Source: an optimization exercise on an open RTL-to-GDS flow (aim: small area, a short achievable clock period and few clock cycles). Production flows keep margins and buffers that such runs may drop. RTL that was checked went through simulation tests only; none was proved equivalent to the original. Power and IR drop assume default switching activity.

==> branch onyx <==
Design analog_axis_key_repeater_top, start of the top module:
module analog_axis_key_repeater_top (
    input  logic                                  clk,
    input  logic                                  rst_n,
    input  logic                                  push,
    output logic                                  full,
    input  logic                                  cmd,
    input  logic [akr_pkg::AXIS_BITS-1:0]         axis_number,
    input  logic signed [akr_pkg::LEVEL_BITS-1:0] axis_level,
    input  logic [akr_pkg::TIME_BITS-1:0]         time_ms,
    input  logic                                  cfg_we,
    input  logic [akr_pkg::CFG_IDX_BITS-1:0]      cfg_addr,
    input  logic [akr_pkg::CFG_BITS-1:0]          cfg_wdata,
    output logic                                  empty,
    input  logic                                  pop,
    output logic [akr_pkg::ENTRY_BITS-1:0]        entry_index,
    output logic [akr_pkg::KEY_BITS-1:0]          key_code,
    output logic                                  is_release,
    output logic                                  last_of_run
);
export LEC_CHECK = 0
export ABC_CLOCK_PERIOD_IN_PS = 3000
export CAP_MARGIN = 20
export CORE_MARGIN = 2
export CORE_UTILIZATION = 40
export SETUP_SLACK_MARGIN = 5
export SLEW_MARGIN = 20
create_clock -name core_clock -period 8.0 [get_ports {clk}]
run.sh (not shown) runs the stock make flow with config.mk's settings and CLKGATE_MAP_FILE= SYNTH_SCRIPT=/design/flow/synth_recipe.tcl, a recipe that flattens the netlist after the stock synthesis.
==> branch willow: changes against branch onyx <==
--- a/flow/design.v
+++ b/flow/design.v
@@ -7,40 +7,16 @@
     localparam int CFG_BITS     = 16;
     localparam int CFG_IDX_BITS = 3;
     localparam logic [CFG_BITS-1:0] RST_STICK_PRESS   = 16'd16000;
     localparam logic [CFG_BITS-1:0] RST_STICK_RELEASE = 16'd9000;
     localparam logic [CFG_BITS-1:0] RST_TRIG_PRESS    = 16'd20000;
     localparam logic [CFG_BITS-1:0] RST_TRIG_RELEASE  = 16'd8000;
     localparam logic [CFG_BITS-1:0] RST_REPEAT_DELAY  = 16'd400;
     localparam logic [CFG_BITS-1:0] RST_REPEAT_PERIOD = 16'd140;
-    function automatic logic ge48(input logic [47:0] a, input logic [47:0] b);
-        logic [63:0] g;
-        logic [63:0] l;
-        g = {16'd0, a & ~b};
-        l = {16'd0, ~a & b};
-        for (int k = 0; k < 6; k++)
-        begin
-            for (int i = 0; i < 64; i += (2 << k))
-            begin
-                g[i] = g[i + (1 << k)] | (~l[i + (1 << k)] & g[i]);
-                l[i] = l[i + (1 << k)] | (~g[i + (1 << k)] & l[i]);
-            end
-        end
-        ge48 = !l[0];
-    endfunction
-    function automatic logic [47:0] add48(input logic [47:0] a, input logic [15:0] b);
-        logic [16:0] lo;
-        logic [31:0] ones;
-        lo      = {1'b0, a[15:0]} + {1'b0, b};
-        ones[0] = 1'b1;
-        for (int i = 1; i < 32; i++)
-            ones[i] = ones[i - 1] & a[15 + i];
-        add48 = {a[47:16] ^ (ones & {32{lo[16]}}), lo[15:0]};
-    endfunction
 endpackage
 module analog_axis_key_repeater_top (
     input  logic                                  clk,
     input  logic                                  rst_n,
     input  logic                                  push,
     output logic                                  full,
     input  logic                                  cmd,
     input  logic [akr_pkg::AXIS_BITS-1:0]         axis_number,
@@ -82,19 +58,17 @@
         end
     end
     logic        ir_v;
     logic        ir_c;
     logic [2:0]  ir_ax;
     logic [15:0] ir_lv;
     logic [47:0] ir_t;
     logic        pend_nz;
-    logic        two;
-    logic        ph;
-    assign full = ir_v && ir_c && !ph && (pend_nz || two);
+    assign full = ir_v && ir_c && pend_nz;
     always_ff @(posedge clk or negedge rst_n)
     begin
         if (!rst_n)
             ir_v <= 1'b0;
         else if (!full)
             ir_v <= push;
     end
     always_ff @(posedge clk)
@@ -148,92 +122,82 @@
                     3'd3: begin pf[7:6] <= {ge_sp, nge_sp}; rf[7:6] <= {le_sr, nle_sr}; end
                     3'd4: begin pf[8] <= ge_tp; rf[8] <= le_tr; end
                     3'd5: begin pf[9] <= ge_tp; rf[9] <= le_tr; end
                     default: ;
                 endcase
             end
         end
     end
-    logic        tick_go;
-    logic        any_press;
-    logic        any_cand;
-    logic [15:0] step;
-    logic [47:0] sum_s;
+    logic        go;
+    logic [47:0] sum_d, sum_p;
     logic [9:0]  held;
     logic [9:0]  pend;
-    logic [9:0]  ev;
+    logic [9:0]  held_next;
     logic [9:0]  fired;
-    logic [9:0]  held_next;
-    logic [7:0]  cand;
     logic [7:0]  due;
-    logic [7:0]  we;
+    logic [7:0]  en_d, en_p;
     logic [47:0] fire_reg [0:7];
-    assign cand      = held[7:0] & ~rf[7:0];
-    assign any_press = |(~held[7:0] & pf[7:0]);
-    assign any_cand  = |cand;
-    assign two       = any_press && any_cand;
-    assign tick_go   = ir_v && ir_c && (ph || !pend_nz);
-    assign step      = (ph || !any_press) ? per_reg : dly_reg;
-    assign sum_s     = akr_pkg::add48(ir_t, step);
+    assign go    = ir_v && ir_c && !pend_nz;
+    assign sum_d = ir_t + {32'd0, dly_reg};
+    assign sum_p = ir_t + {32'd0, per_reg};
     genvar gi;
     generate
         for (gi = 0; gi < 8; gi++)
         begin : g_stick
-            assign ev[gi]        = ph ? (cand[gi] && !pend[gi]) : !(two && cand[gi]);
-            assign due[gi]       = akr_pkg::ge48(ir_t, fire_reg[gi]);
-            assign fired[gi]     = ev[gi] && (held[gi] ? (rf[gi] || due[gi]) : pf[gi]);
-            assign held_next[gi] = ev[gi] ? (held[gi] ? !rf[gi] : pf[gi]) : held[gi];
-            assign we[gi]        = tick_go && ev[gi] && (held[gi] ? (!rf[gi] && due[gi]) : pf[gi]);
+            assign due[gi]       = (ir_t >= fire_reg[gi]);
+            assign en_d[gi]      = !held[gi] && pf[gi];
+            assign en_p[gi]      = held[gi] && !rf[gi] && due[gi];
+            assign fired[gi]     = held[gi] ? (rf[gi] || due[gi]) : pf[gi];
+            assign held_next[gi] = held[gi] ? !rf[gi] : pf[gi];
             always_ff @(posedge clk)
             begin
-                if (we[gi])
-                    fire_reg[gi] <= sum_s;
+                if (go && en_d[gi])
+                    fire_reg[gi] <= sum_d;
+                else if (go && en_p[gi])
+                    fire_reg[gi] <= sum_p;
             end
         end
         for (gi = 8; gi < 10; gi++)
         begin : g_trig
-            assign ev[gi]        = !ph;
-            assign fired[gi]     = ev[gi] && (held[gi] ? rf[gi] : pf[gi]);
-            assign held_next[gi] = ev[gi] ? (held[gi] ? !rf[gi] : pf[gi]) : held[gi];
+            assign fired[gi]     = held[gi] ? rf[gi] : pf[gi];
+            assign held_next[gi] = held[gi] ? !rf[gi] : pf[gi];
         end
     endgenerate
     logic [9:0] low;
     logic [3:0] low_idx;
     logic       load;
     logic       ov;
     logic [3:0] o_idx;
     logic [2:0] o_key;
     logic       o_rel;
     logic       o_last;
     assign pend_nz = |pend;
     assign low     = pend & (~pend + 10'd1);
-    assign load    = pend_nz && !ph && (!ov || pop);
+    assign load    = pend_nz && (!ov || pop);
     always_comb
     begin
         low_idx = 4'd0;
         for (int i = 9; i >= 0; i--)
             if (pend[i]) low_idx = 4'(i);
     end
     always_ff @(posedge clk or negedge rst_n)
     begin
         if (!rst_n)
         begin
             held <= '0;
             pend <= '0;
             ov   <= 1'b0;
-            ph   <= 1'b0;
         end
         else
         begin
-            if (tick_go)
+            if (go)
             begin
                 held <= held_next;
-                pend <= (ph ? pend : 10'd0) | fired;
-                ph   <= !ph && two;
+                pend <= fired;
             end
             else if (load)
             begin
                 pend <= pend & ~low;
             end
             if (load)
                 ov <= 1'b1;
             else if (pop)
==> flow/config.mk (replaced) <==
export PLATFORM = sky130hd
export DESIGN_NAME = analog_axis_key_repeater_top
export DESIGN_NICKNAME = analog_axis_key_repeater_top
export VERILOG_FILES = /design/flow/design.v
export SDC_FILE = /design/flow/constraint.sdc
export NUM_CORES = 4
export LEC_CHECK = 0
export CAP_MARGIN = 20
export CORE_MARGIN = 2
export CORE_UTILIZATION = 40
export SLEW_MARGIN = 20
==> qor summary <==
item	branch onyx	branch willow
Pin count of the biggest net entering global routing	73	71
Critical Path Stages	25	10
First-pass GRT wire length	150000 um	165600 um
Clock skew after layout	0.03740 ns	0.02883 ns
Depth of the most critical reg-to-reg path	25	10
FF+latch area	17320 um2	17280 um2
Net switching power	6257 uW	6292 uW
Pwr per Cell Area	379.6 nW/um2	342.6 nW/um2
X dimension of the die	285.5 um	315.6 um
Fraction of the mapped netlist area in adder cells	0.1556	0.1675
Initial cell density of the core	0.4025	0.4027
Number of tap cells added at floorplan	1050	1276
Final worst slack	3.183 ns	3.453 ns
Status	no timing/DRC/antenna violations	no timing/DRC/antenna violations
Flip-flop and latch share of the layout cell area	0.4042	0.3940
Average wire per standard cell	23.93 um	20.60 um
Standby leakage power	0.01565 uW	0.01955 uW
Clock buffers and inverters, area share	0.05170	0.05299
Number of vias per cell	5.628	5.385
Fraction of final layout cells with drive strength greater than 1	0.2928	0.07893
Number of nets in the final layout	3323	4534
Top-count cell post-synth	edfxtp_1	ha_1
Total power after layout	16260 uW	15030 uW
Final Routed Wirelength	100900 um	108200 um
First-pass iteration count of the detailed router	8	5
Number of sinks on the clock net	598	597
Post-synth design cell area	31690 um2	38830 um2
Testbench counts of branch willow, summed over its fixed seeds: cycles 11,476.
No functional check of the RTL was part of branch onyx.

[re-timing with driven ports]
How much do the figures lean on ideal ports? The routed layouts below were timed once more, with nothing changed but the port constraints. Step 1 assumes that a clkbuf_16 drives the clock port and a buf_2 every other input. Step 2 also shifts input and output timing later by t, the mid clock arrival at the registers, as if the neighbouring blocks saw the same clock. Three values: ideal ports, drivers, drivers and shift; two values: the first two.
| run | t, ns | setup WS [ns] | hold slack, ns | latest minus earliest clock arrival (ns) | worst slew at a driven data input, ns |
|---|---|---|---|---|---|
| branch onyx | 0.681 | 3.183 / 3.183 / 3.183 | 0.474 / 0.474 / 0.474 | 0.042 / 0.041 | 0.05 |
| branch willow | 0.678 | 3.453 / 3.453 / 3.453 | 0.496 / 0.496 / 0.496 | 0.029 / 0.029 | 0.07 |
After both steps every run listed still meets setup and hold.
